What follows belongs to an exercise in optimizing a design on an open flow for small area and few clock cycles; a production flow would make more cautious choices. At most, simulation tests tie the RTL to the original design; equivalence was not proved. Only the layout flow was run in run 3; the RTL was not checked for function there.

==> flow/design.v (outline; a module is shown in full before it is edited, if it fits) <==
// module gspg_front: 65 lines
// module gspg_amp: 101 lines
// module gspg_back: 80 lines
// module gspg_mul: 550 lines
// module gspg_inc: 65 lines
// module gspg_rom: 139 lines
// module gspg_fa: 10 lines
// module gspg_pp3n: 11 lines
// module galvo_shape_point_generator: 76 lines
module galvo_shape_point_generator #(
    parameter int POINTS_PER_SHAPE = gspg_pkg::GSPG_POINTS_DEFAULT
) (
    input  logic        i_clk,
    input  logic        i_rst_n,
    input  logic        s_axis_tvalid,
    output logic        s_axis_tready,
    input  logic [7:0]  s_axis_tdata,   
    output logic        m_axis_tvalid,
    input  logic        m_axis_tready,
    output logic [47:0] m_axis_tdata,   
    input  logic        psel,
    input  logic        penable,
    input  logic        pwrite,
    input  logic [2:0]  paddr,
    input  logic [31:0] pwdata,
    output logic [31:0] prdata,
    output logic        pready
);
  // ...
==> flow/run.sh <==
#!/bin/bash
# synth_recipe.tcl (not shown) runs the flow's synth.tcl, then flattens the netlist and writes it again
# the make line also repeats each setting of config.mk as NAME=value (left out here)
make -C /OpenROAD-flow-scripts/flow DESIGN_CONFIG=/design/flow/config.mk WORK_HOME=/design/flow/orfs CLKGATE_MAP_FILE= SYNTH_SCRIPT=/design/flow/synth_recipe.tcl finish
==> flow/config.mk <==
export PLATFORM = sky130hd
export DESIGN_NAME = galvo_shape_point_generator
export DESIGN_NICKNAME = galvo_shape_point_generator
export VERILOG_FILES = /design/flow/design.v
export SDC_FILE = /design/flow/constraint.sdc
export NUM_CORES = 4
export LEC_CHECK = 0
export CAP_MARGIN = 20
export CELL_PAD_IN_SITES_DETAIL_PLACEMENT = 2
export CORE_MARGIN = 2
export CORE_UTILIZATION = 40
export PLACE_DENSITY = 0.5
export SLEW_MARGIN = 20
export SYNTH_HIERARCHICAL = 1
==> flow/constraint.sdc <==
create_clock -name core_clock -period 11.5 [get_ports {i_clk}]
set_input_delay 2.3000 -clock core_clock [delete_from_list [all_inputs] [get_ports {i_clk}]]
set_output_delay 2.3000 -clock core_clock [all_outputs]
set_load 0.01 [all_outputs]
==> results by group, run 1 <==
Detailed routing
  – Routed Antenna Nets: 0
  – Met2 WL: 49570 µm
  – Drt drc: 0

Hold path
  – Worst Hold End: u_front.r_keys[0]$_SDFFE_PN1N_
  – Hold Path Stages: 2
  – Worst Hold Class: reg2reg

Final layout
  – Multi-input combinational gate total: 2246
  – Final non-filler cell total: 3528
  – P&R area growth vs syn: 13.95%
  – Area occupied by registers: 2634 µm²
  – Logic inverters: 171

Critical path
  – Crit end category: output port
  – Critical R2R Launch: u_front.r_keys[1]$_SDFFE_PN1N_
  – Setup crit start: u_amp.r_amp3[9]$_DFF_P_
  – Critical Path Stages: 29

Floorplanning
  – I/O Pins: 133
  – Core Rows: 86

Global routing
  – Met1 Usage GRT: 42.31%
  – GRT Overall Usage: 33.99%
  – Vias in the first global route: 25250

Synthesis
  – Yosys warns: 10
  – Post-synthesis adder-cell area fraction: 27.00%
  – Cells after Synth: 2594
  – Largest area contributor in the netlist: fa_1
  – Area of the mapped netlist: 22350 µm²
  – XOR/XNOR Fraction of Synth Area: 3.722%

Placement
  – Dpl ws: 143.0 ps
  – Cells after DPL: 3495
  – Dpl hpwl: 74370 µm
  – Input/output buffers: 68
  – Placed inst area: 24680 µm²

STA
  – Max-slew headroom: 20.28%
  – Worst-Margin Slew: 1183 ps
  – Tcrit/Tclk final: 97.92%
  – Max-slew violation count: 0

Clocking
  – TritonCTS Sinks: 116
  – Root Driver: clkbuf_16

Outcome
  – Status: finished clean
Testbench counts, summed over its fixed seeds: cycles 24,085.
==> run 2: changes to the inputs <==
--- a/flow/config.mk
+++ b/flow/config.mk
@@ -6,9 +6,8 @@
 export NUM_CORES = 4
 export LEC_CHECK = 0
 export CAP_MARGIN = 20
-export CELL_PAD_IN_SITES_DETAIL_PLACEMENT = 2
 export CORE_MARGIN = 2
 export CORE_UTILIZATION = 40
-export PLACE_DENSITY = 0.5
+export PLACE_DENSITY = 0.45
 export SLEW_MARGIN = 20
 export SYNTH_HIERARCHICAL = 1
==> run 2 against run 1 <==
  * Still clean
  * Synthesized cell count is the same
  * Clock skew shrank 4.2 ps
  * Via count shrank 4.3%
  * Critical endpoint is now m_axis_tdata[31]
  * Largest cell class unchanged
==> results by group, run 2 <==
Floorplanning
  – I/O Pins: 133 (unchanged)
  – Core area: 55200 µm² (unchanged)
  – Die area: 57790 µm² (unchanged)
  – Die H: 240.4 µm (unchanged)
  – Core Rows: 86 (unchanged)
  – Starting Density: 40.49% (unchanged)
  – Die width: 240.4 µm (unchanged)

Final layout
  – Number of antenna diodes: 0 (unchanged)
  – Max reg flops: 17 (unchanged)
  – Top Registers: u_amp.r_amp3: 17 flops, u_amp.r_v: 16 flops (unchanged)
  – Share of post-route cells with drive strength above 1: 11.28% (was 11.73%)
  – Largest register by flop count: u_amp.r_amp3 (unchanged)
  – Commonest non-fill, non-tap cell in the layout: fa_1 (unchanged)
  – Final non-filler cell total: 3523 (was 3528)
  – Fin nets: 3151 (was 3155)
  – Fillcell total: 5506 (was 6088)
  – Multi-input logic area: 18800 µm² (was 18860 µm²)
  – Most frequent cells in the layout: 230 x fa_1, 224 x a222oi_1, 213 x nand2_1 (was 228 x fa_1, 224 x a222oi_1, 212 x nand2_1)
  – Area occupied by registers: 2634 µm² (unchanged)
  – P&R area growth vs syn: 13.88% (was 13.95%)

Placement
  – Dpl hpwl: 64880 µm (was 74370 µm)
  – Cells after DPL: 3490 (was 3495)
  – Final GP Congestion: 0.9116 (was 0.9545)
  – Input/output buffers: 68 (unchanged)

Outcome
  – Status: finished clean (unchanged)

Detailed routing
  – First-pass detailed-route iteration total: 11 (unchanged)
  – Routed wire length: 85920 µm (was 99800 µm)
  – WL/cell: 24.39 µm (was 28.29 µm)
  – Drt drc: 0 (unchanged)
  – Vias/cell: 6.352 (was 6.628)
  – Routed Antenna Nets: 0 (unchanged)
  – Drt first-iter violations: 3508 (was 3133)
  – Vias: 22380 (was 23390)

Synthesis
  – Largest area contributor in the netlist: fa_1 (unchanged)
  – Post-synth EDFFs: 30 (unchanged)
  – Synth top cells by count: 232 x fa_1, 224 x a222oi_1, 213 x nand2_1 (unchanged)
  – Average size of a mapped cell: 8.617 µm² (unchanged)
  – Cells after Synth: 2594 (unchanged)
  – Netlist cell types: 105 (unchanged)
  – Largest family of logic cells by synthesized area: compound AO/OA/AOI/OAI gates (unchanged)
  – Most frequent cell after synthesis: fa_1 (unchanged)
  – Post-synth ARST share: 0% (unchanged)
  – Post-synth top area share: 20.78% (unchanged)
  – Area fraction in compound gates after synthesis: 28.34% (unchanged)
  – XOR/XNOR Fraction of Synth Area: 3.722% (unchanged)
  – Fraction of synthesized area in multiplexers: 4.769% (unchanged)
  – Register area share after synthesis: 11.73% (unchanged)
  – Top post-synthesis cells by area: fa_1 21%, a222oi_1 10%, dfxtp_1 7.7%, ha_1 5.9%, edfxtp_1 4.0% (unchanged)
  – Yosys warns: 10 (unchanged)
  – Post-synthesis adder-cell area fraction: 27.00% (unchanged)
  – Yosys reg bits: 116 (unchanged)
  – Synth Flop Type: dfxtp_1 (unchanged)
  – Synth Area in Simple Gates: 17.49% (unchanged)
  – Area of the mapped netlist: 22350 µm² (unchanged)

STA
  – Max-slew headroom: 23.81% (was 20.28%)
  – # setup viols final: 0 (unchanged)
  – Tcrit/Tclk final: 96.63% (was 97.92%)
  – Max-slew violation count: 0 (unchanged)
  – Hold Fails Final Rpt: 0 (unchanged)
  – FMAX: 89.99 MHz (was 88.81 MHz)
  – RSZ-0062 raised after global routing: false (was true)
  – Sum Neg Setup Slack: 0 ps (unchanged)
  – Clock Skews: 13.68 ps (was 17.84 ps)
  – Worst-Margin Slew: 1139 ps (was 1183 ps)
  – Tmin final: 11110 ps (was 11260 ps)

Critical path
  – Crit-path leading delay family: adder cells (unchanged)
  – Startpoint type of the worst setup path: register (unchanged)
  – Slowest CP cell: a222oi_1 (was fa_1)
  – Worst Path Required: 9200 ps (about the same)
  – Delay of the slowest critical-path stage: 640 ps (was 600 ps)
  – Crit end category: output port (unchanged)
  – Critical Path Fanout Max: 10 (was 8)
  – Worst path arrival time: 8810 ps (was 8960 ps)
  – Crit Path Class: reg2out (unchanged)
  – CP bufs+invs: 4 (was 3)

Clocking
  – CTS Buf Count: 17 (unchanged)
  – TritonCTS Sinks: 116 (unchanged)
  – Clock transition at the registers of the reported paths: 60 ps (about the same)
  – H-tree Lvls: 4 (unchanged)
  – Latest clock arrival within the worst-skew pair: 450 ps (was 460 ps)
  – Maximum root-to-sink buffer count: 2 (unchanged)
  – CTS tree: done (unchanged)
  – Root Driver: clkbuf_16 (unchanged)

Global routing
  – Largest net degree at the start of global routing: 71 (unchanged)
  – Grt ovf: 0 (unchanged)
  – GRT Overall Usage: 29.36% (was 33.99%)
  – Vias in the first global route: 21600 (was 25250)
  – Initial antenna violation count: 1 (unchanged)
  – Global-route wire length before repair: 130700 µm (was 152200 µm)

Run
  – Max-capacitance violation count: 0 (unchanged)

Hold path
  – Worst Hold Class: reg2reg (unchanged)
## run 2: cell count changes in the layout (fill, tap and decap cells not counted), sizes merged
cell | previous run | this run
clkinvlp | 1 | 0
clkdlybuf4s50 | 58 | 65
dlymetal6s2s | 10 | 3
inv | 170 | 167
buf | 147 | 143
clkinv | 10 | 8
clkbuf | 21 | 26
## run 2: cell type report
cell class / count / area share, %
clock buffers: 26 / 2.251
flip-flops and latches: 116 / 10.35
clock inverters: 5 / 0.2163
repair buffers: 211 / 7.118
inverters: 171 / 2.527
multi-input cells: 2246 / 73.86
well taps: 748 / 3.677
## run 2: Yosys stat by module (local to each module, per instance)
module | cells inside | flip-flops and latches | times used
galvo_shape_point_generator | 42 | 0 | 1
gspg_inc | 74 | 0 | 2
gspg_back | 299 | 32 | 1
gspg_front | 88 | 14 | 1
gspg_amp | 295 | 70 | 1
gspg_fa | 1 | 0 | 204
gspg_rom | 400 | 0 | 2
gspg_pp3n | 1 | 0 | 224
gspg_mul | 247 | 0 | 2
## run 2: stage by stage
step	hold WS (ps)	area, µm²	util [%]	setup WS (ps)
2_1_floorplan	413.8	22760	-	1293
3_3_place_gp	442.0	24680	44.72	517.5
4_1_cts	464.5	25320	45.87	23.43
5_1_grt	487.7	25450	46.11	3.407
6_report	461.8	25450	46.11	387.5
3_5_place_dp	448.4	24680	44.72	451.4
## run 2: timing repair
| action | CTS | global route |
|---|---|---|
| endpoints found under the hold margin | 0 | 0 |
| gates resized for setup | 2 | 40 |
| buffers inserted | 0 | 2 |
| pin swaps | 0 | 12 |
| endpoints found under the setup margin | 6 | 26 |
| cloned | 0 | 0 |
| hold buffers | 0 | 0 |
## run 2: final timing paths
| path | start | endpoint | slack [ps] | depth (start not counted) |
|---|---|---|---|---|
| hold / removal | u_front.r_keys[0]$_SDFFE_PN1N_ | u_front.r_keys[0]$_SDFFE_PN1N_ | 460 | 2 |
| hold reg to reg | u_front.r_keys[0]$_SDFFE_PN1N_ | u_front.r_keys[0]$_SDFFE_PN1N_ | 460 | 2 |
| setup reg to reg | u_front.r_keys[1]$_SDFFE_PN1N_ | u_amp.r_v[15]$_DFFE_PP_ | 3780 | 25 |
| setup / recovery | u_amp.r_amp[9]$_SDFFE_PN1N_ | m_axis_tdata[31] | 390 | 32 |
## run 2: tightest hold or removal path, cell delays in order, from the launching register on
cell     delay (ps)
dfxtp_1         320
nand2_1          50
nand3_1          70
## run 2: kinds of logic (layout without fill, tap and decap cells)
| logic type | count (synthesis) | in the layout |
|---|---|---|
| AO/OA/AOI/OAI | 829 | 829 |
| AND/OR/NAND/NOR | 765 | 765 |
| adder cells (fa/ha/maj) | 344 | 344 |
| buffers and inverters | 340 | 413 |
| flip-flops | 116 | 116 |
| multiplexers | 97 | 97 |
| XOR/XNOR | 95 | 95 |
| other | 8 | 116 |
## run 2: routing by layer
metal / share of wire, % / global-route usage, %
met5: 0 / 0
met4: 3.7 / 11.67
met3: 7.3 / 4.053
met2: 46 / 47.13
met1: 43 / 39.83
==> module gspg_amp, before the edit <==
module gspg_amp (
    input  logic        i_clk,
    input  logic        i_rst_n,
    input  logic        i_wr,
    input  logic [6:0]  i_wdata,
    output logic [6:0]  o_pct,
    output logic [14:0] o_amp,
    output logic [16:0] o_amp3,
    output logic        o_full,
    output logic        o_busy,
    input  logic        i_accept,
    input  logic [1:0]  i_n_shape,
    input  logic [7:0]  i_n_idx,
    output logic [15:0] o_v
);
    logic [6:0]  r_pct;
    logic [14:0] r_amp;
    logic [16:0] r_amp3;
    logic [6:0]  r_rem;
    logic        r_busy, r_phase;
    logic [5:0]  r_cnt;
    logic [15:0] r_v;
    logic [6:0]  p, q0;
    logic [7:0]  rem2;
    logic        ge;
    logic        sq, half;
    logic [14:0] ampp;
    logic [9:0]  step;
    logic [15:0] v_load, v_step;
    logic [16:0] amp3;
    logic [15:0] c3;
    logic [16:0] cv;
    always_comb begin
        p    = (i_wdata > 7'd100) ? 7'd100 : i_wdata;
        q0   = p - 7'd1;
        rem2 = {r_rem, r_amp[14]};
        ge   = (rem2 >= 8'd100);
        sq   = !i_n_shape[1];
        half = i_n_shape[0] && !i_n_idx[6];
        ampp = half ? {1'b0, r_amp[14:1]} : r_amp;
        step = ampp[14:5];
        v_load = {1'b0, ampp};
    end
    always_ff @(posedge i_clk) begin
        if (!i_rst_n) begin
            r_pct  <= AMP_PCT_RESET;
            r_amp  <= 15'd32767;
            r_busy <= 1'b0;
        end else if (i_wr) begin
            r_pct   <= i_wdata;
            r_rem   <= (p == 7'd0) ? 7'd0 : q0;
            r_amp   <= (p == 7'd0) ? 15'd0 : {8'hff, ~q0};
            r_busy  <= 1'b1;
            r_phase <= 1'b0;
            r_cnt   <= 6'd0;
        end else if (r_busy && !r_phase) begin
            r_rem <= ge ? 7'(rem2 - 8'd100) : rem2[6:0];
            r_amp <= {r_amp[13:0], ge};
            r_cnt <= r_cnt + 6'd1;
            if (r_cnt == 6'd14) begin
                r_phase <= 1'b1;
                r_cnt   <= 6'd0;
            end
        end else if (r_busy) begin
            r_cnt <= r_cnt + 6'd1;
            if (!sq || r_cnt == i_n_idx[5:0]) begin
                r_busy <= 1'b0;
            end
        end
    end
    always_ff @(posedge i_clk) begin
        r_amp3 <= amp3;
        if (r_busy && r_phase) begin
            r_v <= (r_cnt == 6'd0) ? v_load : v_step;
        end else if (i_accept) begin
            r_v <= (i_n_idx[5:0] == 6'd0) ? v_load : v_step;
        end
    end
    assign amp3[0] = r_amp[0];
    assign c3[1]   = 1'b0;
    for (genvar i = 1; i < 15; i++) begin : g_amp3
        gspg_fa u_fa (.i_a(r_amp[i]), .i_b(r_amp[i-1]), .i_c(c3[i]), .o_s(amp3[i]), .o_c(c3[i+1]));
    end
    assign amp3[15] = r_amp[14] ^ c3[15];
    assign amp3[16] = r_amp[14] & c3[15];
    assign cv[0] = 1'b1;
    for (genvar i = 0; i < 16; i++) begin : g_vstep
        if (i < 10) begin : g_full
            gspg_fa u_fa (.i_a(r_v[i]), .i_b(~step[i]), .i_c(cv[i]), .o_s(v_step[i]), .o_c(cv[i+1]));
        end else begin : g_borrow
            assign v_step[i] = ~(r_v[i] ^ cv[i]);
            assign cv[i+1]   = r_v[i] | cv[i];
        end
    end
    assign o_pct  = r_pct;
    assign o_amp  = r_amp;
    assign o_amp3 = r_amp3;
    assign o_full = (r_pct >= 7'd100);
    assign o_busy = r_busy;
    assign o_v    = r_v;
endmodule
==> run 3: changes to the inputs <==
--- a/flow/design.v
+++ b/flow/design.v
@@ -134,6 +134,7 @@
             if (r_cnt == 6'd14) begin
                 r_phase <= 1'b1;
                 r_cnt   <= 6'd0;
+                r_busy  <= sq;
             end
         end else if (r_busy) begin
             r_cnt <= r_cnt + 6'd1;
--- a/flow/config.mk
+++ b/flow/config.mk
@@ -8,6 +8,9 @@
 export CAP_MARGIN = 20
 export CORE_MARGIN = 2
 export CORE_UTILIZATION = 40
+export CTS_BUF_LIST = sky130_fd_sc_hd__clkbuf_8
+export CTS_CLUSTER_DIAMETER = 150
+export CTS_CLUSTER_SIZE = 50
 export PLACE_DENSITY = 0.45
 export SLEW_MARGIN = 20
 export SYNTH_HIERARCHICAL = 1
==> run 3 against run 2 <==
  * Core utilization down 0.46 points
  * Clock-buffer cell count down 6
  * Fmax up 0.33%
  * Highest routed layer unchanged
  * Still clean
  * Final cell count shrank 0.43%
  * Cell area is 1.2% lower
  * Sequential share of layout area rose by 0.14 points
  * Routed wire length is 0.85% lower
  * Register-to-register slack improved by 60 ps
  * Area after synthesis is 0.44% lower
==> results by group, run 3 <==
Outcome
  – Status: finished clean (unchanged)

Clocking
  – CTS Buf Count: 17 (unchanged)
  – Setup Buffers After CTS: 0 (unchanged)
  – Maximum root-to-sink buffer count: 2 (unchanged)
  – Latest clock arrival within the worst-skew pair: 490 ps (was 450 ps)
  – H-tree Lvls: 4 (unchanged)
  – TritonCTS Sinks: 116 (unchanged)
  – Clock transition at the registers of the reported paths: 70 ps (was 60 ps)
  – CTS tree: done (unchanged)
  – Root Driver: clkbuf_8 (was clkbuf_16)

Synthesis
  – Largest area contributor in the netlist: fa_1 (unchanged)
  – Register area share after synthesis: 11.78% (was 11.73%)
  – Post-synth EDFFs: 30 (unchanged)
  – Netlist cell types: 106 (was 105)
  – Yosys reg bits: 116 (unchanged)
  – Post-synth ARST share: 0% (unchanged)
  – Yosys warns: 10 (unchanged)
  – Synth Flop Type: dfxtp_1 (unchanged)
  – Top post-synthesis cells by area: fa_1 21%, a222oi_1 10%, dfxtp_1 7.7%, ha_1 6.0%, edfxtp_1 4.0% (was fa_1 21%, a222oi_1 10%, dfxtp_1 7.7%, ha_1 5.9%, edfxtp_1 4.0%)
  – Most frequent cell after synthesis: fa_1 (unchanged)
  – Area of the mapped netlist: 22250 µm² (was 22350 µm²)
  – Cells after Synth: 2581 (was 2594)
  – Synth top cells by count: 232 x fa_1, 224 x a222oi_1, 211 x nand2_1 (was 232 x fa_1, 224 x a222oi_1, 213 x nand2_1)
  – Average size of a mapped cell: 8.622 µm² (was 8.617 µm²)
  – Post-synth top area share: 20.87% (was 20.78%)

Critical path
  – Startpoint type of the worst setup path: register (unchanged)
  – Slowest CP cell: fa_2 (was a222oi_1)
  – Worst path arrival time: 8780 ps (was 8810 ps)
  – Crit end category: output port (unchanged)
  – Worst Path Required: 9200 ps (about the same)
  – Delay of the slowest critical-path stage: 610 ps (was 640 ps)
  – Worst path most repeated cell: fa_1
  – Critical Path Fanout Max: 13 (was 10)
  – Crit Path Class: reg2out (unchanged)

Global routing
  – Initial antenna violation count: 0 (was 1)
  – Grt ovf: 0 (unchanged)
  – Global-route wire length before repair: 130700 µm (about the same)
  – Vias in the first global route: 21690 (was 21600)
  – GRT Overall Usage: 29.35% (was 29.36%)
  – Largest net degree at the start of global routing: 96 (was 71)

Floorplanning
  – Die width: 239.9 µm (was 240.4 µm)
  – Die area: 57540 µm² (was 57790 µm²)
  – Starting Density: 40.39% (was 40.49%)
  – Core area: 55090 µm² (was 55200 µm²)
  – I/O Pins: 133 (unchanged)
  – Core Rows: 86 (unchanged)
  – Die H: 239.9 µm (was 240.4 µm)

Final layout
  – Design area: 25150 µm² (was 25450 µm²)
  – Top Registers: u_amp.r_amp3: 17 flops, u_amp.r_v: 16 flops (unchanged)
  – Fin nets: 3135 (was 3151)
  – Max reg flops: 17 (unchanged)
  – Final non-filler cell total: 3508 (was 3523)
  – P&R area growth vs syn: 13.02% (was 13.88%)
  – Largest register by flop count: u_amp.r_amp3 (unchanged)
  – Number of antenna diodes: 0 (unchanged)
  – Most frequent cells in the layout: 229 x fa_1, 224 x a222oi_1, 211 x nand2_1 (was 230 x fa_1, 224 x a222oi_1, 213 x nand2_1)
  – Commonest non-fill, non-tap cell in the layout: fa_1 (unchanged)
  – Share of post-route cells with drive strength above 1: 10.94% (was 11.28%)

Placement
  – Cells after DPL: 3476 (was 3490)
  – Final GP Congestion: 0.9628 (was 0.9116)
  – Input/output buffers: 68 (unchanged)
  – Placed inst area: 24540 µm² (was 24680 µm²)
  – Dpl hpwl: 65420 µm (was 64880 µm)

Detailed routing
  – WL/cell: 24.28 µm (was 24.39 µm)
  – Drt drc: 0 (unchanged)
  – Routed wire length: 85190 µm (was 85920 µm)
  – First-pass detailed-route iteration total: 17 (was 11)
  – Vias: 22360 (was 22380)
  – Vias/cell: 6.373 (was 6.352)
  – Routed Antenna Nets: 0 (unchanged)
  – Drt first-iter violations: 3851 (was 3508)

STA
  – Tcrit/Tclk final: 96.31% (was 96.63%)
  – Worst-Margin Slew: 1103 ps (was 1139 ps)
  – RSZ-0062 raised after global routing: false (unchanged)
  – Sum Neg Setup Slack: 0 ps (unchanged)
  – Max-slew headroom: 26.35% (was 23.81%)
  – Hold Fails Final Rpt: 0 (unchanged)
  – Worst Hold Slack: 481.9 ps (was 461.8 ps)
  – FMAX: 90.29 MHz (was 89.99 MHz)
  – # setup viols final: 0 (unchanged)
  – Max-slew violation count: 0 (unchanged)
  – Clock Skews: 15.34 ps (was 13.68 ps)
  – Tmin final: 11080 ps (was 11110 ps)

Run
  – Max-capacitance violation count: 0 (unchanged)

Hold path
  – Worst Hold Class: reg2reg (unchanged)
-- run 3: cell count changes after synthesis, moves of 12 or more --
cell      delta
a211oi_1    -26
a31oi_1     -13
o21ai_0     +25
nor2b_1     +16
o311ai_0    +16
nand2b_1    -20
a221oi_1    +12
-- run 3: cells by family after synthesis --
family	share of synthesized area, %
other	0.1349
buffers and inverters	6.752
DFF	11.78
adders and majority gates	27.12
muxes	4.554
AOI/OAI and AO/OA	28.77
and+or+nand+nor	17.26
xor gates and xnor gates	3.621
-- run 3: final cells by class --
class                           count  area (µm²)
Fill cell                        5608       29940
Clock buffer                       20       275.3
Timing Repair Buffer              203        1748
Tap cell                          748       935.9
Inverter                          175       658.1
Clock inverter                     12       152.6
Sequential cell                   116        2638
Multi-Input combinational cell   2234       18740
-- run 3: worst paths after layout --
path / startpoint / to / slack [ps] / cells past startpoint
setup / recovery: u_back.r_m_y[1]$_DFF_P_ / m_axis_tdata[22] / 420 / 33
hold / removal: u_front.r_keys[0]$_SDFFE_PN1N_ / u_front.r_keys[0]$_SDFFE_PN1N_ / 480 / 2
setup reg to reg: u_amp.r_busy$_SDFFE_PN0P_ / u_amp.r_v[15]$_DFFE_PP_ / 3840 / 24
hold reg to reg: u_front.r_keys[0]$_SDFFE_PN1N_ / u_front.r_keys[0]$_SDFFE_PN1N_ / 480 / 2
-- run 3: critical path, delay by kind of cell, from the launching register on --
| family | cells | cell delay, ps |
|---|---|---|
| and+or+nand+nor | 4 | 650 |
| AOI/OAI and AO/OA | 12 | 2170 |
| buffers and inverters | 7 | 1290 |
| xor gates and xnor gates | 2 | 590 |
| adders and majority gates | 8 | 3220 |
| DFF | 1 | 330 |
-- run 3: per-layer routing --
| layer | up-vias | routed length [µm] | GRT usage (%) |
|---|---|---|---|
| met3 | 183 | 6291 | 3.456 |
| met4 | 0 | 3708 | 12.46 |
| met1 | 10990 | 35200 | 39.45 |
| li1 | 10050 | - | - |
| met5 | - | 0 | 0 |
| met2 | 1129 | 39980 | 47.71 |
-- run 3: metrics by stage --
step                worst slack (ps)  utilization [%]
finish                         424.5            45.65
global route                   3.790            45.65
CTS                            9.375            45.35
detailed placement             464.7            44.55
global placement               547.2            44.55
floorplan                       1293                -
-- run 3: per-module statistics from Yosys, one instance, submodules excluded, a selection --
| module | cell area (µm²) | copies in the design | flops+latches |
|---|---|---|---|
| gspg_amp | 3284 | 1 | 70 |
| gspg_back | 2276 | 1 | 32 |
| gspg_fa | 20.02 | 204 | 0 |
| gspg_front | 732.0 | 1 | 14 |
| gspg_inc | 559.3 | 2 | 0 |
| gspg_mul | 1692 | 2 | 0 |
| gspg_pp3n | 10.01 | 224 | 0 |
| gspg_rom | 2407 | 2 | 0 |
-- run 3: timing repair --
item	in CTS	in global routing
pin swaps	2	12
setup endpoints to repair	15	25
hold endpoints to repair	0	0
resized for setup	7	48
hold buffers	0	0

[afterwards: timing with drivers on the ports]
How much do the figures lean on ideal ports? The routed layouts below were timed once more, with nothing changed but the port constraints. Step 1 (the two cells are an assumption about what drives the block):
set clk [get_ports {i_clk}]
set_driving_cell -lib_cell sky130_fd_sc_hd__clkbuf_16 $clk
set_driving_cell -lib_cell sky130_fd_sc_hd__buf_2 [delete_from_list [all_inputs] $clk]
Step 2 moves the port delays by t, midway between the first and last clock arrival at a register: inputs arrive t later, outputs are due t later. That takes back most of the time a late clock gives input paths. Three values: no drivers, after step 1, after step 2; two values: the first two.
run | t, ns | slack for setup (ns) | clock arrival spread, ns | slew at the worst register clock pin (ns) | cell pins on the clock port's net
run 1 | 0.508 | 0.240 / 0.180 / 0.688 | 0.018 / 0.018 | 0.07 / 0.07 | 1
run 2 | 0.498 | 0.388 / 0.334 / 0.832 | 0.014 / 0.014 | 0.06 / 0.06 | 1
run 3 | 0.537 | 0.425 / 0.375 / 0.912 | 0.017 / 0.018 | 0.08 / 0.08 | 1
After both steps every run listed still meets setup and hold.
